What follows belongs to an exercise in optimizing a design on an open flow for small area, a short achievable clock period and few clock cycles per item; a production flow would make more cautious choices.

==> 12-16: inputs <==
## knight_blocked_lattice_path_count
module knight_blocked_lattice_path_count (
	input  logic               clk,
	input  logic               arst_n,
	input  logic               in_valid,
	output logic               in_stall,
	input  logic [COORD_W-1:0] target_x,
	input  logic [COORD_W-1:0] target_y,
	input  logic [COORD_W-1:0] knight_x,
	input  logic [COORD_W-1:0] knight_y,
	output logic               out_valid,
	input  logic               out_stall,
	output logic [COUNT_W-1:0] path_count
);
clock: 6.0 ns
lec_check: 0
cap_margin: 20
core_margin: 2
core_utilization: 40
cts_cluster_diameter: 110
cts_cluster_size: 24
place_density: 0.6
setup_slack_margin: 3.3
slew_margin: 20
run.sh (not shown) runs the stock make flow with config.mk's settings and CLKGATE_MAP_FILE= SYNTH_SCRIPT=/design/flow/synth_recipe.tcl, a recipe that flattens the netlist after the stock synthesis.
==> inputs of 09-21, as changes to 12-16 <==
- SETUP_SLACK_MARGIN: 3.3 -> 3.5
==> flow_summary.ini <==
[run_status]
status = no timing/DRC/antenna violations

[critical_path]
cp.required_ns = 6.74
path_common_cell = fa_2
worstPathArrival_ns = 3.31

[placed_design]
placedCellCount = 12864

[timing]
tightestPinTransition_ns = 1.06

[grt]
antenna_found_initial = 3

[finish]
buffers = 387
fin_nets = 10794

[clock_tree]
numCtsBuffers = 149
The numbers above come from 09-21.

==> flow_summary.ini <==
[run_status]
status = no timing/DRC/antenna violations

[grt]
antenna_found_initial = 7

[critical_path]
worstPathArrival_ns = 3.30
cp.required_ns = 6.58
path_common_cell = o21a_1

[placed_design]
placedCellCount = 12867

[finish]
buffers = 157
fin_nets = 10556

[clock_tree]
numCtsBuffers = 148

[timing]
tightestPinTransition_ns = 1.09
The numbers above come from 12-16.

No run of this note included a check of the RTL's function; only the layout flow was run.

==> inputs of v9 <==
knight_blocked_lattice_path_count, a different RTL version from the one above (not shown whole).
==> flow/config.mk <==
export PLATFORM = sky130hd
export DESIGN_NAME = knight_blocked_lattice_path_count
export DESIGN_NICKNAME = knight_blocked_lattice_path_count
export VERILOG_FILES = /design/flow/design.v
export SDC_FILE = /design/flow/constraint.sdc
export NUM_CORES = 4
export LEC_CHECK = 0
export CAP_MARGIN = 20
export CORE_MARGIN = 2
export CORE_UTILIZATION = 40
export PLACE_DENSITY = 0.6
export SETUP_SLACK_MARGIN = 3.0
export SLEW_MARGIN = 20
==> flow/constraint.sdc <==
create_clock -name core_clock -period 6.0 [get_ports {clk}]
set_input_delay 1.2000 -clock core_clock [delete_from_list [all_inputs] [get_ports {clk}]]
set_output_delay 1.2000 -clock core_clock [all_outputs]
set_load 0.01 [all_outputs]
==> v10 (differences from v9) <==
--- a/flow/design.v
+++ b/flow/design.v
@@ -1,14 +1,14 @@
 package klpc_pkg;
 	localparam int GRID_SIZE = 32;
 	localparam int COORD_W   = 5;
 	localparam int COUNT_W   = 59;
-	localparam int NDIG = 8;
-	localparam int KD0  = 4;
-	localparam int KD   = 8;
+	localparam int NDIG = 15;
+	localparam int KD0  = 3;
+	localparam int KD   = 4;
 	localparam int TD_W = 12;
-	localparam int NSLOT = 3;
+	localparam int NSLOT = 5;
 endpackage
 import klpc_pkg::*;
 module klpc_cell #(
 	parameter int Y  = 0,
 	parameter int W  = 1,
@@ -43,10 +43,19 @@
 	for (genvar d = 0; d < ND; d++) begin : g_dig
 		localparam int LO  = dlo(d);
 		localparam int HI  = ((dlo(d + 1) < W) ? dlo(d + 1) : W) - 1;
 		localparam int DW  = HI - LO + 1;
 		localparam int NHI = (HI < WN - 1) ? HI : WN - 1;
+		function automatic logic [DW:0] rca(input logic [DW-1:0] a, input logic [DW-1:0] b, input logic ci);
+			logic c;
+			c = ci;
+			for (int i = 0; i < DW; i++) begin
+				rca[i] = a[i] ^ b[i] ^ c;
+				c = (a[i] & b[i]) | (a[i] & c) | (b[i] & c);
+			end
+			rca[DW] = c;
+		endfunction
 		logic [DW-1:0] q, own, nbd;
 		logic [DW:0]   sum;
 		assign cnt[HI:LO] = q;
 		if (WN > LO) begin : g_nb
 			assign nbd = DW'(nb[NHI:LO]);
@@ -57,11 +66,11 @@
 			if (DW > 1) begin : g_w
 				assign own = {cnt[HI:1] & {(DW-1){!z}}, !copy && (t_first ? init : cnt[0])};
 			end else begin : g_n
 				assign own = !copy && (t_first ? init : cnt[0]);
 			end
-			assign sum = {1'b0, own} + {1'b0, nbd};
+			assign sum = rca(own, nbd, 1'b0);
 			always_ff @(posedge clk) begin
 				q <= blk ? '0 : sum[DW-1:0];
 			end
 			if (ND > 1) begin : g_c
 				logic c_q, z_q, b_q;
@@ -74,11 +83,11 @@
 				assign zq[1] = z_q;
 				assign bq[1] = b_q;
 			end
 		end else begin : g_dn
 			assign own = cnt[HI:LO] & {DW{!zq[d]}};
-			assign sum = {1'b0, own} + {1'b0, nbd} + (DW+1)'(cy[d]);
+			assign sum = rca(own, nbd, cy[d]);
 			always_ff @(posedge clk) begin
 				q <= bq[d] ? '0 : sum[DW-1:0];
 			end
 			if (d < ND - 1) begin : g_c
 				logic c_q, z_q, b_q;
@@ -115,26 +124,27 @@
 	input  logic               x_last,
 	input  logic [TD_W-1:0]    x_dat,
 	input  logic [COUNT_W-1:0] res
 );
 	localparam int RING = 33;        
-	localparam int SP   = NDIG + 1;  
+	localparam int SP   = NDIG + 2;  
 	function automatic int dlo(input int d);
 		dlo = (d == 0) ? 0 : KD0 + (d - 1) * KD;
 	endfunction
-	function automatic logic [1:0] inc3(input logic [1:0] v);
-		inc3 = (v == 2'(NSLOT - 1)) ? 2'd0 : v + 2'd1;
+	localparam int SIW = (NSLOT > 4) ? 3 : 2;    
+	function automatic logic [SIW-1:0] inc3(input logic [SIW-1:0] v);
+		inc3 = (v == SIW'(NSLOT - 1)) ? '0 : v + SIW'(1);
 	endfunction
 	logic       a_v, p_v, b_v;
 	logic       a_take, p_take, b_take;
 	logic [4:0] a_tx, a_ty, a_kx, a_ky;
-	logic [4:0] p_tx, p_ty, p_kx, p_ky;
 	logic       sw;
 	logic stall_q;
 	assign in_stall = stall_q;
 	assign a_take   = in_valid && !in_stall;
 	assign p_take   = a_v && (!p_v || b_take);
+	assign sw       = target_x > target_y;
 	logic a_v_n, p_v_n;
 	assign a_v_n = a_take || (a_v && !p_take);
 	assign p_v_n = p_take || (p_v && !b_take);
 	always_ff @(posedge clk or negedge arst_n) begin
 		if (!arst_n) begin
@@ -147,52 +157,65 @@
 			stall_q <= a_v_n && p_v_n;
 		end
 	end
 	always_ff @(posedge clk) begin
 		if (a_take) begin
-			sw   <= target_x > target_y;
-			a_tx <= target_x;
-			a_ty <= target_y;
-			a_kx <= knight_x;
-			a_ky <= knight_y;
-		end
-		if (p_take) begin
-			p_tx <= sw ? a_ty : a_tx;
-			p_ty <= sw ? a_tx : a_ty;
-			p_kx <= sw ? a_ky : a_kx;
-			p_ky <= sw ? a_kx : a_ky;
+			a_tx <= sw ? target_y : target_x;
+			a_ty <= sw ? target_x : target_y;
+			a_kx <= sw ? knight_y : knight_x;
+			a_ky <= sw ? knight_x : knight_y;
 		end
 	end
-	logic [4:0] b0m;
+	logic [4:0] b0m, b0;
 	logic       b0none;
 	always_comb begin
 		b0m    = 5'd31;
+		b0     = 5'd0;
 		b0none = 1'b1;
-		case (p_kx)
+		case (a_kx)
 			5'd0: begin
-				if (p_ky != 5'd0) begin
-					b0m = p_ky - 5'd1;  b0none = 1'b0;
+				if (a_ky != 5'd0) begin
+					b0m = a_ky - 5'd1;  b0 = a_ky;         b0none = 1'b0;
 				end
 			end
 			5'd1: begin
-				if (p_ky >= 5'd3) begin
-					b0m = p_ky - 5'd3;  b0none = 1'b0;
+				if (a_ky >= 5'd3) begin
+					b0m = a_ky - 5'd3;  b0 = a_ky - 5'd2;  b0none = 1'b0;
 				end else begin
-					b0m = p_ky + 5'd1;  b0none = 1'b0;
+					b0m = a_ky + 5'd1;  b0 = a_ky + 5'd2;  b0none = 1'b0;
 				end
 			end
 			5'd2: begin
-				if (p_ky >= 5'd2) begin
-					b0m = p_ky - 5'd2;  b0none = 1'b0;
+				if (a_ky >= 5'd2) begin
+					b0m = a_ky - 5'd2;  b0 = a_ky - 5'd1;  b0none = 1'b0;
 				end else begin
-					b0m = p_ky;         b0none = 1'b0;
+					b0m = a_ky;         b0 = a_ky + 5'd1;  b0none = 1'b0;
 				end
 			end
 			default: begin
 			end
 		endcase
 	end
+	logic       px01;
+	assign px01 = (a_tx[4:1] == 4'd0);
+	logic       p_x0, p_lastcol;
+	logic [1:0] p_x0cls;
+	logic [4:0] p_x0ky, p_ky, p_ty, p_ff, p_rc0;
+	logic [5:0] p_dxc0;
+	always_ff @(posedge clk) begin
+		if (p_take) begin
+			p_x0      <= px01;
+			p_x0cls   <= b0none ? 2'd3 : 2'd0;
+			p_x0ky    <= b0;
+			p_ky      <= a_ky;
+			p_ty      <= a_ty;
+			p_ff      <= px01 ? 5'd0 : b0m;
+			p_dxc0    <= 6'd1 - {1'b0, a_kx};
+			p_rc0     <= px01 ? {4'd0, a_tx[0]} : a_tx - 5'd1;
+			p_lastcol <= (a_tx == 5'd0);
+		end
+	end
 	logic       b_first, b_x0, b_lastcol, b_tok0;
 	logic [1:0] b_x0cls, b_cls;
 	logic [4:0] b_ky, b_x0ky, b_ty, b_ff, b_f;
 	logic [5:0] b_dxc, b_dxc0;
 	logic [4:0] b_rc, b_rc0;
@@ -230,25 +253,23 @@
 			end else if (enter_q) begin
 				b_first <= 1'b1;
 			end
 		end
 	end
-	logic px01;
-	assign px01 = (p_tx[4:1] == 4'd0);
 	always_ff @(posedge clk) begin
 		if (b_take) begin
-			b_x0      <= px01;
-			b_x0cls   <= b0none ? 2'd3 : 2'd0;
-			b_x0ky    <= 5'(b0m + 5'd1);
+			b_x0      <= p_x0;
+			b_x0cls   <= p_x0cls;
+			b_x0ky    <= p_x0ky;
 			b_ky      <= p_ky;
 			b_ty      <= p_ty;
-			b_ff      <= px01 ? 5'd0 : b0m;
-			b_dxc     <= 6'd1 - {1'b0, p_kx};
-			b_dxc0    <= 6'd1 - {1'b0, p_kx};
-			b_rc      <= px01 ? {4'd0, p_tx[0]} : p_tx - 5'd1;
-			b_rc0     <= px01 ? {4'd0, p_tx[0]} : p_tx - 5'd1;
-			b_lastcol <= (p_tx == 5'd0);
+			b_ff      <= p_ff;
+			b_dxc     <= p_dxc0;
+			b_dxc0    <= p_dxc0;
+			b_rc      <= p_rc0;
+			b_rc0     <= p_rc0;
+			b_lastcol <= p_lastcol;
 		end else if (issue) begin
 			if (!b_tok0) b_dxc <= b_dxc + 6'd1;
 			b_rc      <= b_rc - 5'd1;
 			b_lastcol <= (b_rc == 5'd1);
 		end else if (enter_q) begin
@@ -258,22 +279,21 @@
 		end
 	end
 	localparam logic [1:0] S_FREE = 2'd0, S_RES = 2'd1, S_VAL = 2'd2;
 	logic [NSLOT-1:0][1:0] sst;
 	logic [NSLOT-1:0] sfree;
-	logic [1:0]       wslot, cslot, rslot;
+	logic [SIW-1:0]   wslot, cslot, rslot;
 	logic             inq, qpass, seek, hc0, kill;
 	logic [5:0]       hc, kc;
 	logic [4:0]       kn;
 	logic [5:0]       npend;
 	logic             npz, npo;
 	logic [5:0]       npend_p1, npend_m1;
-	assign npend_p1 = npend + 6'd1;
-	assign npend_m1 = npend - 6'd1;
 	logic             pass_q;
-	logic [NSLOT-1:0][3:0] tmr;
-	logic xf, xl, in_q, cur_pass, recirc, pass_ev, cap0, head, lastiss, oload;
+	localparam int TW = $clog2(SP + 1);
+	logic [NSLOT-1:0][TW-1:0] tmr;
+	logic xf, xl, in_q, cur_pass, recirc, pass_ev, cap0, head, lastiss;
 	for (genvar i = 0; i < NSLOT; i++) begin : g_free
 		assign sfree[i] = (sst[i] == S_FREE);
 	end
 	assign xf       = x_first && !kill;
 	assign xl       = x_last && !kill;
@@ -285,11 +305,11 @@
 	assign head     = seek || hc0;
 	assign lastiss  = issue && b_lastcol;
 	logic       ring_n, seek_n, hc0_n, kill_n;
 	logic [5:0] hc_n, kc_n;
 	logic [4:0] kn_n, j;
-	logic [1:0] wslot_n;
+	logic [SIW-1:0] wslot_n;
 	assign j = b_v ? (b_rc0 - b_rc) : 5'd0;
 	always_comb begin
 		wslot_n = pass_ev ? inc3(wslot) : wslot;
 		kc_n    = (kc != 6'd0) ? kc - 6'd1 : kc;
 		kn_n    = kill ? kn - 5'd1 : kn;
@@ -332,12 +352,14 @@
 			hc      <= 6'd0;
 			hc0     <= 1'b1;
 			kc      <= 6'd0;
 			kn      <= 5'd0;
 			kill    <= 1'b0;
-			npend   <= 6'd0;
-			npz     <= 1'b1;
+			npend    <= 6'd0;
+			npend_p1 <= 6'd1;
+			npend_m1 <= 6'h3f;
+			npz      <= 1'b1;
 			npo     <= 1'b0;
 			pass_q  <= 1'b0;
 			enter_q <= 1'b0;
 			islot   <= NSLOT'(1);
 			tmr     <= '0;
@@ -351,27 +373,31 @@
 			hc0     <= hc0_n;
 			kc      <= kc_n;
 			kn      <= kn_n;
 			kill    <= kill_n;
 			if (lastiss && !pass_ev) begin
-				npend <= npend_p1;
-				npz   <= 1'b0;
-				npo   <= npz;
+				npend    <= npend_p1;
+				npend_p1 <= npend_p1 + 6'd1;
+				npend_m1 <= npend;
+				npz      <= 1'b0;
+				npo      <= npz;
 			end else if (!lastiss && pass_ev) begin
-				npend <= npend_m1;
-				npz   <= npo;
-				npo   <= (npend == 6'd2);
+				npend    <= npend_m1;
+				npend_p1 <= npend;
+				npend_m1 <= npend_m1 - 6'd1;
+				npz      <= npo;
+				npo      <= (npend == 6'd2);
 			end
 			pass_q  <= n_head && n_free;
 			enter_q <= !ring_n && n_first && !(n_head && n_free);
 			for (int i = 0; i < NSLOT; i++) begin
 				if (lastiss && islot[i]) begin
-					tmr[i]    <= 4'(SP);
+					tmr[i]    <= TW'(SP);
 					tmr_ok[i] <= 1'b0;
-				end else if (tmr[i] != 4'd0) begin
-					tmr[i]    <= tmr[i] - 4'd1;
-					tmr_ok[i] <= (tmr[i] == 4'd1);
+				end else if (tmr[i] != '0) begin
+					tmr[i]    <= tmr[i] - TW'(1);
+					tmr_ok[i] <= (tmr[i] == TW'(1));
 				end
 			end
 			if (lastiss) islot <= {islot[NSLOT-2:0], islot[NSLOT-1]};
 		end
 	end
@@ -396,68 +422,68 @@
 		end else begin
 			o_dat <= {b_f, b_tok0 ? b_x0ky : b_ky, b_cls};
 		end
 	end
 	logic [NDIG-1:1]               capv;
-	logic [NDIG-1:1][1:0]          caps;
+	logic [NDIG-1:1][SIW-1:0]      caps;
 	logic [NSLOT-1:0][COUNT_W-1:0] slot;
 	always_ff @(posedge clk or negedge arst_n) begin
 		if (!arst_n) begin
 			capv  <= '0;
-			cslot <= 2'd0;
-			wslot <= 2'd0;
-			rslot <= 2'd0;
+			cslot <= '0;
+			wslot <= '0;
+			rslot <= '0;
 			sst   <= '0;
 		end else begin
 			capv[1] <= cap0;
 			for (int d = 2; d < NDIG; d++) capv[d] <= capv[d-1];
 			if (cap0) cslot <= inc3(cslot);
 			wslot <= wslot_n;
 			if (pass_ev) sst[wslot] <= S_RES;
 			if (capv[NDIG-1]) sst[caps[NDIG-1]] <= S_VAL;
-			if (oload) begin
-				sst[rslot] <= S_FREE;
-				rslot      <= inc3(rslot);
-			end
+			if (hand) sst[rslot] <= S_FREE;
+			rslot <= rslot_n;
 		end
 	end
 	always_ff @(posedge clk) begin
 		caps[1] <= cslot;
 		for (int d = 2; d < NDIG; d++) caps[d] <= caps[d-1];
 	end
 	for (genvar d = 0; d < NDIG; d++) begin : g_cap
 		localparam int LO = dlo(d);
 		localparam int HI = ((dlo(d + 1) < COUNT_W) ? dlo(d + 1) : COUNT_W) - 1;
 		logic       en;
-		logic [1:0] ci;
+		logic [SIW-1:0] ci;
 		if (d == 0) begin : g_e0
 			assign en = cap0;
 			assign ci = cslot;
 		end else begin : g_en
 			assign en = capv[d];
 			assign ci = caps[d];
 		end
 		for (genvar s = 0; s < NSLOT; s++) begin : g_s
 			logic [HI-LO:0] q;
 			always_ff @(posedge clk) begin
-				if (en && (ci == 2'(s))) q <= res[HI:LO];
+				if (en && (ci == SIW'(s))) q <= res[HI:LO];
 			end
 			assign slot[s][HI:LO] = q;
 		end
 	end
-	logic               ov_q;
+	logic               ov_q, hand;
+	logic [SIW-1:0]     rslot_n;
 	logic [COUNT_W-1:0] out_q;
-	assign oload = (sst[rslot] == S_VAL) && (!ov_q || !out_stall);
+	assign hand    = ov_q && !out_stall;
+	assign rslot_n = hand ? inc3(rslot) : rslot;
 	always_ff @(posedge clk or negedge arst_n) begin
 		if (!arst_n) begin
 			ov_q <= 1'b0;
 		end else begin
-			ov_q <= oload || (ov_q && out_stall);
+			ov_q <= (sst[rslot_n] == S_VAL);
 		end
 	end
 	always_ff @(posedge clk) begin
-		if (oload) out_q <= slot[rslot];
+		out_q <= slot[rslot_n];
 	end
 	assign out_valid  = ov_q;
 	assign path_count = out_q;
 endmodule
 import klpc_pkg::*;
- ABC_AREA: not set -> 1
- CTS_CLUSTER_DIAMETER: not set -> 110
- CTS_CLUSTER_SIZE: not set -> 24
- SETUP_SLACK_MARGIN: 3.0 -> 3.4
==> v27 (differences from v9) <==
--- a/flow/design.v
+++ b/flow/design.v
@@ -4,11 +4,11 @@
 	localparam int COUNT_W   = 59;
 	localparam int NDIG = 8;
 	localparam int KD0  = 4;
 	localparam int KD   = 8;
 	localparam int TD_W = 12;
-	localparam int NSLOT = 3;
+	localparam int NSLOT = 4;
 endpackage
 import klpc_pkg::*;
 module klpc_cell #(
 	parameter int Y  = 0,
 	parameter int W  = 1,
@@ -115,11 +115,11 @@
 	input  logic               x_last,
 	input  logic [TD_W-1:0]    x_dat,
 	input  logic [COUNT_W-1:0] res
 );
 	localparam int RING = 33;        
-	localparam int SP   = NDIG + 1;  
+	localparam int SP   = NDIG + 2;  
 	function automatic int dlo(input int d);
 		dlo = (d == 0) ? 0 : KD0 + (d - 1) * KD;
 	endfunction
 	function automatic logic [1:0] inc3(input logic [1:0] v);
 		inc3 = (v == 2'(NSLOT - 1)) ? 2'd0 : v + 2'd1;
@@ -160,33 +160,34 @@
 			p_ty <= sw ? a_tx : a_ty;
 			p_kx <= sw ? a_ky : a_kx;
 			p_ky <= sw ? a_kx : a_ky;
 		end
 	end
-	logic [4:0] b0m;
+	logic [4:0] b0m, b0;
 	logic       b0none;
 	always_comb begin
 		b0m    = 5'd31;
+		b0     = 5'd0;
 		b0none = 1'b1;
 		case (p_kx)
 			5'd0: begin
 				if (p_ky != 5'd0) begin
-					b0m = p_ky - 5'd1;  b0none = 1'b0;
+					b0m = p_ky - 5'd1;  b0 = p_ky;         b0none = 1'b0;
 				end
 			end
 			5'd1: begin
 				if (p_ky >= 5'd3) begin
-					b0m = p_ky - 5'd3;  b0none = 1'b0;
+					b0m = p_ky - 5'd3;  b0 = p_ky - 5'd2;  b0none = 1'b0;
 				end else begin
-					b0m = p_ky + 5'd1;  b0none = 1'b0;
+					b0m = p_ky + 5'd1;  b0 = p_ky + 5'd2;  b0none = 1'b0;
 				end
 			end
 			5'd2: begin
 				if (p_ky >= 5'd2) begin
-					b0m = p_ky - 5'd2;  b0none = 1'b0;
+					b0m = p_ky - 5'd2;  b0 = p_ky - 5'd1;  b0none = 1'b0;
 				end else begin
-					b0m = p_ky;         b0none = 1'b0;
+					b0m = p_ky;         b0 = p_ky + 5'd1;  b0none = 1'b0;
 				end
 			end
 			default: begin
 			end
 		endcase
@@ -236,11 +237,11 @@
 	assign px01 = (p_tx[4:1] == 4'd0);
 	always_ff @(posedge clk) begin
 		if (b_take) begin
 			b_x0      <= px01;
 			b_x0cls   <= b0none ? 2'd3 : 2'd0;
-			b_x0ky    <= 5'(b0m + 5'd1);
+			b_x0ky    <= b0;
 			b_ky      <= p_ky;
 			b_ty      <= p_ty;
 			b_ff      <= px01 ? 5'd0 : b0m;
 			b_dxc     <= 6'd1 - {1'b0, p_kx};
 			b_dxc0    <= 6'd1 - {1'b0, p_kx};
@@ -265,15 +266,13 @@
 	logic [5:0]       hc, kc;
 	logic [4:0]       kn;
 	logic [5:0]       npend;
 	logic             npz, npo;
 	logic [5:0]       npend_p1, npend_m1;
-	assign npend_p1 = npend + 6'd1;
-	assign npend_m1 = npend - 6'd1;
 	logic             pass_q;
 	logic [NSLOT-1:0][3:0] tmr;
-	logic xf, xl, in_q, cur_pass, recirc, pass_ev, cap0, head, lastiss, oload;
+	logic xf, xl, in_q, cur_pass, recirc, pass_ev, cap0, head, lastiss;
 	for (genvar i = 0; i < NSLOT; i++) begin : g_free
 		assign sfree[i] = (sst[i] == S_FREE);
 	end
 	assign xf       = x_first && !kill;
 	assign xl       = x_last && !kill;
@@ -332,12 +331,14 @@
 			hc      <= 6'd0;
 			hc0     <= 1'b1;
 			kc      <= 6'd0;
 			kn      <= 5'd0;
 			kill    <= 1'b0;
-			npend   <= 6'd0;
-			npz     <= 1'b1;
+			npend    <= 6'd0;
+			npend_p1 <= 6'd1;
+			npend_m1 <= 6'h3f;
+			npz      <= 1'b1;
 			npo     <= 1'b0;
 			pass_q  <= 1'b0;
 			enter_q <= 1'b0;
 			islot   <= NSLOT'(1);
 			tmr     <= '0;
@@ -351,17 +352,21 @@
 			hc0     <= hc0_n;
 			kc      <= kc_n;
 			kn      <= kn_n;
 			kill    <= kill_n;
 			if (lastiss && !pass_ev) begin
-				npend <= npend_p1;
-				npz   <= 1'b0;
-				npo   <= npz;
+				npend    <= npend_p1;
+				npend_p1 <= npend_p1 + 6'd1;
+				npend_m1 <= npend;
+				npz      <= 1'b0;
+				npo      <= npz;
 			end else if (!lastiss && pass_ev) begin
-				npend <= npend_m1;
-				npz   <= npo;
-				npo   <= (npend == 6'd2);
+				npend    <= npend_m1;
+				npend_p1 <= npend;
+				npend_m1 <= npend_m1 - 6'd1;
+				npz      <= npo;
+				npo      <= (npend == 6'd2);
 			end
 			pass_q  <= n_head && n_free;
 			enter_q <= !ring_n && n_first && !(n_head && n_free);
 			for (int i = 0; i < NSLOT; i++) begin
 				if (lastiss && islot[i]) begin
@@ -412,14 +417,12 @@
 			for (int d = 2; d < NDIG; d++) capv[d] <= capv[d-1];
 			if (cap0) cslot <= inc3(cslot);
 			wslot <= wslot_n;
 			if (pass_ev) sst[wslot] <= S_RES;
 			if (capv[NDIG-1]) sst[caps[NDIG-1]] <= S_VAL;
-			if (oload) begin
-				sst[rslot] <= S_FREE;
-				rslot      <= inc3(rslot);
-			end
+			if (hand) sst[rslot] <= S_FREE;
+			rslot <= rslot_n;
 		end
 	end
 	always_ff @(posedge clk) begin
 		caps[1] <= cslot;
 		for (int d = 2; d < NDIG; d++) caps[d] <= caps[d-1];
@@ -442,22 +445,24 @@
 				if (en && (ci == 2'(s))) q <= res[HI:LO];
 			end
 			assign slot[s][HI:LO] = q;
 		end
 	end
-	logic               ov_q;
+	logic               ov_q, hand;
+	logic [1:0]         rslot_n;
 	logic [COUNT_W-1:0] out_q;
-	assign oload = (sst[rslot] == S_VAL) && (!ov_q || !out_stall);
+	assign hand    = ov_q && !out_stall;
+	assign rslot_n = hand ? inc3(rslot) : rslot;
 	always_ff @(posedge clk or negedge arst_n) begin
 		if (!arst_n) begin
 			ov_q <= 1'b0;
 		end else begin
-			ov_q <= oload || (ov_q && out_stall);
+			ov_q <= (sst[rslot_n] == S_VAL);
 		end
 	end
 	always_ff @(posedge clk) begin
-		if (oload) out_q <= slot[rslot];
+		out_q <= slot[rslot_n];
 	end
 	assign out_valid  = ov_q;
 	assign path_count = out_q;
 endmodule
 import klpc_pkg::*;
- SETUP_SLACK_MARGIN: 3.0 -> 3.3
==> v17 (differences from v9) <==
--- a/flow/design.v
+++ b/flow/design.v
@@ -4,11 +4,11 @@
 	localparam int COUNT_W   = 59;
 	localparam int NDIG = 8;
 	localparam int KD0  = 4;
 	localparam int KD   = 8;
 	localparam int TD_W = 12;
-	localparam int NSLOT = 3;
+	localparam int NSLOT = 4;
 endpackage
 import klpc_pkg::*;
 module klpc_cell #(
 	parameter int Y  = 0,
 	parameter int W  = 1,
@@ -265,12 +265,10 @@
 	logic [5:0]       hc, kc;
 	logic [4:0]       kn;
 	logic [5:0]       npend;
 	logic             npz, npo;
 	logic [5:0]       npend_p1, npend_m1;
-	assign npend_p1 = npend + 6'd1;
-	assign npend_m1 = npend - 6'd1;
 	logic             pass_q;
 	logic [NSLOT-1:0][3:0] tmr;
 	logic xf, xl, in_q, cur_pass, recirc, pass_ev, cap0, head, lastiss, oload;
 	for (genvar i = 0; i < NSLOT; i++) begin : g_free
 		assign sfree[i] = (sst[i] == S_FREE);
@@ -332,12 +330,14 @@
 			hc      <= 6'd0;
 			hc0     <= 1'b1;
 			kc      <= 6'd0;
 			kn      <= 5'd0;
 			kill    <= 1'b0;
-			npend   <= 6'd0;
-			npz     <= 1'b1;
+			npend    <= 6'd0;
+			npend_p1 <= 6'd1;
+			npend_m1 <= 6'h3f;
+			npz      <= 1'b1;
 			npo     <= 1'b0;
 			pass_q  <= 1'b0;
 			enter_q <= 1'b0;
 			islot   <= NSLOT'(1);
 			tmr     <= '0;
@@ -351,17 +351,21 @@
 			hc0     <= hc0_n;
 			kc      <= kc_n;
 			kn      <= kn_n;
 			kill    <= kill_n;
 			if (lastiss && !pass_ev) begin
-				npend <= npend_p1;
-				npz   <= 1'b0;
-				npo   <= npz;
+				npend    <= npend_p1;
+				npend_p1 <= npend_p1 + 6'd1;
+				npend_m1 <= npend;
+				npz      <= 1'b0;
+				npo      <= npz;
 			end else if (!lastiss && pass_ev) begin
-				npend <= npend_m1;
-				npz   <= npo;
-				npo   <= (npend == 6'd2);
+				npend    <= npend_m1;
+				npend_p1 <= npend;
+				npend_m1 <= npend_m1 - 6'd1;
+				npz      <= npo;
+				npo      <= (npend == 6'd2);
 			end
 			pass_q  <= n_head && n_free;
 			enter_q <= !ring_n && n_first && !(n_head && n_free);
 			for (int i = 0; i < NSLOT; i++) begin
 				if (lastiss && islot[i]) begin
- CORE_UTILIZATION: 40 -> 60
- PLACE_DENSITY: 0.6 -> 0.75
- SETUP_SLACK_MARGIN: 3.0 -> 3.8
==> summary of the runs <==
v17 completed without violations. v10 finished clean. v9 completed with no timing, DRC or antenna violations. v27 completed with no timing, DRC or antenna violations. Maximum frequency, highest first: v10, v27, v17, v9. Global-route usage, lowest first: v10, v27, v9, v17. Of v9 and v10, v9 has the higher clock skew (gap 0.0057 ns). Against v9, the die area of v17 is smaller by 32%. Count of clock-buffer cells in the layout, lowest first: v10, v9, v17, v27. Between v9 and v10, the lower area after synthesis is in v9 (gap 3.5%, measured against v10).
==> figures <==
Outcome: v27 no timing/DRC/antenna violations; v10 no timing/DRC/antenna violations; v17 no timing/DRC/antenna violations; v9 no timing/DRC/antenna violations
Antenna violations before repair: v27 2; v10 4; v17 2; v9 2
Area of the die: v27 0.313 mm²; v10 0.306 mm²; v17 0.200 mm²; v9 0.295 mm²
Post-detail-place hpwl: v27 179,000 µm; v10 134,000 µm; v17 160,000 µm; v9 171,000 µm
Number of enable-type register cells in the synthesized netlist: v27 322; v10 394; v17 381; v9 322
Post-CTS setup buffer count: v27 0; v10 10; v17 241; v9 2
Fraction of the mapped netlist area in compound gates: v27 10.8%; v10 1.89%; v17 9.49%; v9 10.3%
Reg-to-reg setup timing slack: v27 3.40 ns; v10 3.53 ns; v17 3.40 ns; v9 3.05 ns
Final cell count without fillers: v27 16,800; v10 15,800; v17 14,900; v9 15,800
Worst Tran Pin Value: v27 1.12 ns; v10 0.912 ns; v17 1.03 ns; v9 1.10 ns
Routed met3 length: v27 5460 µm; v10 5650 µm; v17 7190 µm; v9 5830 µm
Count of buffers not belonging to the clock network in the layout: v27 115; v10 115; v17 593; v9 101
Share of synthesized registers carrying an async set or reset: v27 6.28%; v10 5.94%; v17 6.28%; v9 5.68%
No run of this note included a check of the RTL's function; only the layout flow was run.

static timing again, ports no longer ideal:
The flow's constraints put no driver on any port. The routed layouts listed below were extracted and timed again, unchanged, in two steps.
Step 1 sets driving cells, clkbuf_16 on the clock port and buf_2 on the other inputs (assumed; they add their load-dependent delay and slew).
Step 2 times the ports against the registers' clock, not the clock port: input delays grow and output delays shrink by t, the midpoint of the rising clock arrivals with the driver on.
Three values: no drivers, after step 1, after step 2; two values: the first two.
run | shift t [ns] | setup WS [ns] | worst setup path at the end
12-16 | 0.893 | 3.276 / 3.287 / 2.449 | input to register
09-21 | 0.897 | 3.437 / 3.353 / 2.682 | input to register
v9 | 0.908 | 3.047 / 3.009 / 2.761 | input to register
v10 | 0.906 | 3.404 / 3.317 / 2.698 | input to register
v27 | 0.922 | 3.371 / 3.273 / 2.530 | input to register
v17 | 0.976 | 3.256 / 3.170 / 2.927 | input to register
After both steps setup and hold are still met in every run listed. The setup slack of v27, which loses most, moves by -0.098 ns with the drivers and by -0.841 ns with both steps.
